From an optimization exercise on the open Yosys and OpenROAD flow, aimed at small area; shortcuts taken in it are not production practice. At most, simulation tests tie the RTL to the original design; equivalence was not proved.

==> inputs of run H <==
==> flow/design.v <==
module regfile_mp_rd #(
  parameter int DW    = 32,
  parameter int AW    = 5,
  parameter int DEPTH = 32
) (
  input  logic [AW-1:0]              ra,
  input  logic                       we_a,
  input  logic [AW-1:0]              wa_a,
  input  logic [DW-1:0]              wd_a,
  input  logic                       we_b,
  input  logic [AW-1:0]              wa_b,
  input  logic [DW-1:0]              wd_b,
  input  logic [DEPTH-1:0][DW-1:0]   rf,
  input  logic [DEPTH-1:0]           busy,
  output logic [DW-1:0]              rd,
  output logic                       rbusy
);
  logic hit_a, hit_b;
  assign hit_a = we_a && (wa_a == ra);
  assign hit_b = we_b && (wa_b == ra);
  always_comb begin
    rd    = '0;
    rbusy = 1'b0;
    if (ra != '0) begin
      if (hit_b)      rd = wd_b;
      else if (hit_a) rd = wd_a;
      else            rd = rf[ra];
      rbusy = busy[ra] && !(hit_a || hit_b);
    end
  end
endmodule
module regfile_mp #(
  parameter int DW = 32,
  parameter int AW = 5,
  parameter int NR = 3
) (
  input  logic             CLK,
  input  logic             RST_N,
  input  logic             WE_A,
  input  logic [AW-1:0]    WA_A,
  input  logic [DW-1:0]    WD_A,
  input  logic             WE_B,
  input  logic [AW-1:0]    WA_B,
  input  logic [DW-1:0]    WD_B,
  input  logic [NR*AW-1:0] RA,
  output logic [NR*DW-1:0] RD,
  output logic [NR-1:0]    RBUSY,
  input  logic             ISS_EN,
  input  logic [AW-1:0]    ISS_A,
  output logic [AW:0]      NBUSY
);
  localparam int DEPTH = 2**AW;
  logic [DEPTH-1:0][DW-1:0] rf;
  logic [DEPTH-1:0]         busy, busy_nxt;
  logic [DEPTH-1:0]         hit_a, hit_b, hit_iss;
  logic [AW:0]              cnt_nxt;
  always_comb begin
    hit_a   = '0;
    hit_b   = '0;
    hit_iss = '0;
    for (int n = 1; n < DEPTH; n++) begin
      hit_a[n]   = WE_A   && (WA_A  == AW'(n));
      hit_b[n]   = WE_B   && (WA_B  == AW'(n));
      hit_iss[n] = ISS_EN && (ISS_A == AW'(n));
    end
  end
  always_comb begin
    busy_nxt = '0;
    for (int n = 1; n < DEPTH; n++)
      busy_nxt[n] = hit_iss[n] | (busy[n] & ~(hit_a[n] | hit_b[n]));
  end
  always_comb begin
    cnt_nxt = '0;
    for (int n = 0; n < DEPTH; n++)
      cnt_nxt = cnt_nxt + {{AW{1'b0}}, busy_nxt[n]};
  end
  always_ff @(posedge CLK or negedge RST_N) begin
    if (!RST_N) begin
      rf    <= '0;
      busy  <= '0;
      NBUSY <= '0;
    end else begin
      for (int n = 0; n < DEPTH; n++) begin
        if (hit_b[n])      rf[n] <= WD_B;
        else if (hit_a[n]) rf[n] <= WD_A;
      end
      busy  <= busy_nxt;
      NBUSY <= cnt_nxt;
    end
  end
  genvar i;
  generate
    for (i = 0; i < NR; i++) begin : g_rd
      regfile_mp_rd #(.DW(DW), .AW(AW), .DEPTH(DEPTH)) u_rd (
        .ra    (RA[i*AW +: AW]),
        .we_a  (WE_A),
        .wa_a  (WA_A),
        .wd_a  (WD_A),
        .we_b  (WE_B),
        .wa_b  (WA_B),
        .wd_b  (WD_B),
        .rf    (rf),
        .busy  (busy),
        .rd    (RD[i*DW +: DW]),
        .rbusy (RBUSY[i])
      );
    end
  endgenerate
endmodule
==> flow/run.sh <==
#!/bin/bash
# synth_recipe.tcl (not shown) runs the flow's synth.tcl, then flattens the netlist and writes it again
# the make line also repeats each setting of config.mk as NAME=value (left out here)
make -C /OpenROAD-flow-scripts/flow DESIGN_CONFIG=/design/flow/config.mk WORK_HOME=/design/flow/orfs CLKGATE_MAP_FILE= SYNTH_SCRIPT=/design/flow/synth_recipe.tcl finish
==> flow/config.mk <==
export PLATFORM = sky130hd
export DESIGN_NAME = regfile_mp
export DESIGN_NICKNAME = regfile_mp
export VERILOG_FILES = /design/flow/design.v
export SDC_FILE = /design/flow/constraint.sdc
export NUM_CORES = 4
export LEC_CHECK = 0
export CAP_MARGIN = 20
export CORE_MARGIN = 2
export CORE_UTILIZATION = 40
export SLEW_MARGIN = 20
==> flow/constraint.sdc <==
create_clock -name core_clock -period 7.0 [get_ports {CLK}]
set_input_delay 1.4000 -clock core_clock [delete_from_list [all_inputs] [get_ports {CLK}]]
set_output_delay 1.4000 -clock core_clock [all_outputs]
set_load 0.01 [all_outputs]
==> run M: changes against run H <==
==> flow/design.v (replaced) <==
module regfile_mp_rd3 (
  input  logic [2:0] sel,
  input  logic [2:0] d,
  output logic       y_n
);
  assign y_n = ~|(sel & d);
endmodule
module regfile_mp_rdbit #(
  parameter int N = 33
) (
  input  logic [N-1:0] sel,
  input  logic [N-1:0] d,
  output logic         q
);
  localparam int NG = (N + 2) / 3;
  logic [3*NG-1:0] sel_p, d_p;
  logic [NG-1:0]   y_n;
  assign sel_p = {{(3*NG-N){1'b0}}, sel};
  assign d_p   = {{(3*NG-N){1'b0}}, d};
  genvar g;
  generate
    for (g = 0; g < NG; g++) begin : g_grp
      regfile_mp_rd3 u_rd3 (.sel (sel_p[3*g +: 3]), .d (d_p[3*g +: 3]), .y_n (y_n[g]));
    end
  endgenerate
  assign q = ~&y_n;
endmodule
module regfile_mp_wrbit (
  input  logic hold,
  input  logic sel_b,
  input  logic sel_a,
  input  logic q,
  input  logic wd_b,
  input  logic wd_a,
  output logic d
);
  assign d = (hold & q) | (sel_b & wd_b) | (sel_a & wd_a);
endmodule
module regfile_mp #(
  parameter int DW = 32,
  parameter int AW = 5,
  parameter int NR = 3
) (
  input  logic             CLK,
  input  logic             RST_N,
  input  logic             WE_A,
  input  logic [AW-1:0]    WA_A,
  input  logic [DW-1:0]    WD_A,
  input  logic             WE_B,
  input  logic [AW-1:0]    WA_B,
  input  logic [DW-1:0]    WD_B,
  input  logic [NR*AW-1:0] RA,
  output logic [NR*DW-1:0] RD,
  output logic [NR-1:0]    RBUSY,
  input  logic             ISS_EN,
  input  logic [AW-1:0]    ISS_A,
  output logic [AW:0]      NBUSY
);
  localparam int DEPTH = 2**AW;
  logic [DEPTH-1:1][DW-1:0] rf;
  logic [DEPTH-1:0]         valid, busy, busy_nxt;
  logic [DEPTH-1:0]         hit_a, hit_b, hit_iss;
  logic [DEPTH-1:0]         sel_a, sel_b, hold;
  logic [AW:0]              cnt_nxt;
  always_comb begin
    hit_a   = '0;
    hit_b   = '0;
    hit_iss = '0;
    for (int n = 1; n < DEPTH; n++) begin
      hit_a[n]   = WE_A   && (WA_A  == AW'(n));
      hit_b[n]   = WE_B   && (WA_B  == AW'(n));
      hit_iss[n] = ISS_EN && (ISS_A == AW'(n));
    end
    sel_b = hit_b;
    sel_a = hit_a & ~hit_b;
    hold  = ~(hit_a | hit_b);
  end
  always_comb begin
    busy_nxt = '0;
    for (int n = 1; n < DEPTH; n++)
      busy_nxt[n] = hit_iss[n] | (busy[n] & ~(hit_a[n] | hit_b[n]));
  end
  always_comb begin
    cnt_nxt = '0;
    for (int n = 0; n < DEPTH; n++)
      cnt_nxt = cnt_nxt + {{AW{1'b0}}, busy_nxt[n]};
  end
  always_ff @(posedge CLK or negedge RST_N) begin
    if (!RST_N) begin
      valid <= '0;
      busy  <= '0;
      NBUSY <= '0;
    end else begin
      valid <= valid | hit_a | hit_b;
      busy  <= busy_nxt;
      NBUSY <= cnt_nxt;
    end
  end
  logic [DEPTH-1:1][DW-1:0] rf_nxt;
  genvar gn, gb, gi;
  generate
    for (gn = 1; gn < DEPTH; gn++) begin : g_row
      for (gb = 0; gb < DW; gb++) begin : g_bit
        regfile_mp_wrbit u_wr (
          .hold (hold[gn]), .sel_b (sel_b[gn]), .sel_a (sel_a[gn]),
          .q (rf[gn][gb]), .wd_b (WD_B[gb]), .wd_a (WD_A[gb]),
          .d (rf_nxt[gn][gb])
        );
      end
    end
  endgenerate
  always_ff @(posedge CLK) rf <= rf_nxt;
  logic [DEPTH-1:1] vh, bh;
  assign vh = valid[DEPTH-1:1] & hold[DEPTH-1:1];
  assign bh = busy[DEPTH-1:1]  & hold[DEPTH-1:1];
  logic [NR-1:0][DEPTH:0] rsel;
  generate
    for (gi = 0; gi < NR; gi++) begin : g_sel
      logic [AW-1:0]    ra;
      logic             ra_nz, hw_a, hw_b;
      logic [DEPTH-1:1] dec;
      assign ra    = RA[gi*AW +: AW];
      assign ra_nz = (ra != '0);
      assign hw_b  = ra_nz && WE_B && (WA_B == ra);
      assign hw_a  = ra_nz && WE_A && (WA_A == ra);
      assign rsel[gi][0] = hw_b;
      assign rsel[gi][1] = hw_a && !hw_b;
      for (gn = 1; gn < DEPTH; gn++) begin : g_n
        assign dec[gn] = (ra == AW'(gn));
        assign rsel[gi][gn+1] = dec[gn] && vh[gn];
      end
      assign RBUSY[gi] = |(dec & bh);
    end
  endgenerate
  generate
    for (gi = 0; gi < NR; gi++) begin : g_port
      for (gb = 0; gb < DW; gb++) begin : g_bit
        logic [DEPTH:0] dcol;
        assign dcol[0] = WD_B[gb];
        assign dcol[1] = WD_A[gb];
        for (gn = 1; gn < DEPTH; gn++) begin : g_col
          assign dcol[gn+1] = rf[gn][gb];
        end
        regfile_mp_rdbit #(.N(DEPTH+1)) u_rd (.sel (rsel[gi]), .d (dcol), .q (RD[gi*DW + gb]));
      end
    end
  endgenerate
endmodule
==> flow/flow/run.sh (new file) <==
#!/bin/bash
# Standard layout (the standard.sh, standard synthesis unchanged), with the port buffers
# made from plain buffers instead of the default delay-cell buffers; every port still gets one.
set -o pipefail
export BUFFER_PORTS_ARGS="-buffer_cell sky130_fd_sc_hd__buf_2"
bash standard.sh > standard.log 2>&1
==> flow/standard.sh (new file) <==
#!/bin/bash
# synth_recipe.tcl (not shown) runs the flow's synth.tcl, then flattens the netlist and writes it again
# the make line also repeats each setting of config.mk as NAME=value (left out here)
make -C /OpenROAD-flow-scripts/flow DESIGN_CONFIG=/design/flow/config.mk WORK_HOME=/design/flow/orfs CLKGATE_MAP_FILE= SYNTH_SCRIPT=/design/flow/synth_recipe.tcl "${@:-finish}"
--- a/flow/config.mk
+++ b/flow/config.mk
@@ -6,6 +6,9 @@
 export NUM_CORES = 4
 export LEC_CHECK = 0
-export CAP_MARGIN = 20
+export CAP_MARGIN = 0
 export CORE_MARGIN = 2
-export CORE_UTILIZATION = 40
-export SLEW_MARGIN = 20
+export CORE_UTILIZATION = 55
+export CTS_BUF_LIST = sky130_fd_sc_hd__clkbuf_4 sky130_fd_sc_hd__clkbuf_8
+export GPL_TIMING_DRIVEN = 0
+export SLEW_MARGIN = 0
+export SYNTH_HIERARCHICAL = 1
removed: flow/run.sh
==> run summary <==
quantity                                                                    run M       run H
Netlist Area Pre-Place                                                 0.0528 mm2  0.0749 mm2
Synthesized-area fraction occupied by adder cells                           1.04%      0.732%
Share of synthesized flip-flops with an asynchronous set or reset           6.42%        100%
Simple-gate share of the synthesized area                                   8.46%       8.38%
Dominant register cell in the synthesized netlist                         dfxtp_1     dfrtp_1
Overall die height                                                         314 um      437 um
Run status                                                         did not finish  no timing/DRC/antenna violations
Last stage reached                                                 global routing           -
Starting density of the core                                                55.5%       40.3%
Number of register bits inferred by synthesis                                1060        1029
Share of the synthesized area in compound gates (AO/OA/AOI/OAI)             41.0%       13.5%
Width of the chip                                                          314 um      437 um
Area share of the largest cell type after synthesis                         38.9%       34.4%
Clock tree root buffer cell                                              clkbuf_8   clkbuf_16
Only the layout flow was run in run M; the RTL was not checked for function there.

afterwards: timing with drivers on the ports:
No port has a modelled driver above. Below, the same layout with a new extraction and two added sets of constraints. Step 1, drivers: a clkbuf_16 drives CLK and a buf_2 each remaining input, both assumed. Step 2 also shifts input and output timing later by t, the mid clock arrival at the registers, as if the neighbouring blocks saw the same clock. a / b / c = ideal ports / drivers / drivers and shift; a / b = the first two.
run: run H
shift t [ns]: 0.881
setup WS [ns]: 0.197 / 0.173 / -0.341
slew at the worst register clock pin (ns): 0.07 / 0.07
worst slew at a driven data input, ns: 0.11
cell pins on the clock port's net: 1
Met with ideal ports but missed after step 2: setup timing in run H. For run H, drivers alone change the setup slack by -0.024 ns; drivers and shift together by -0.538 ns.
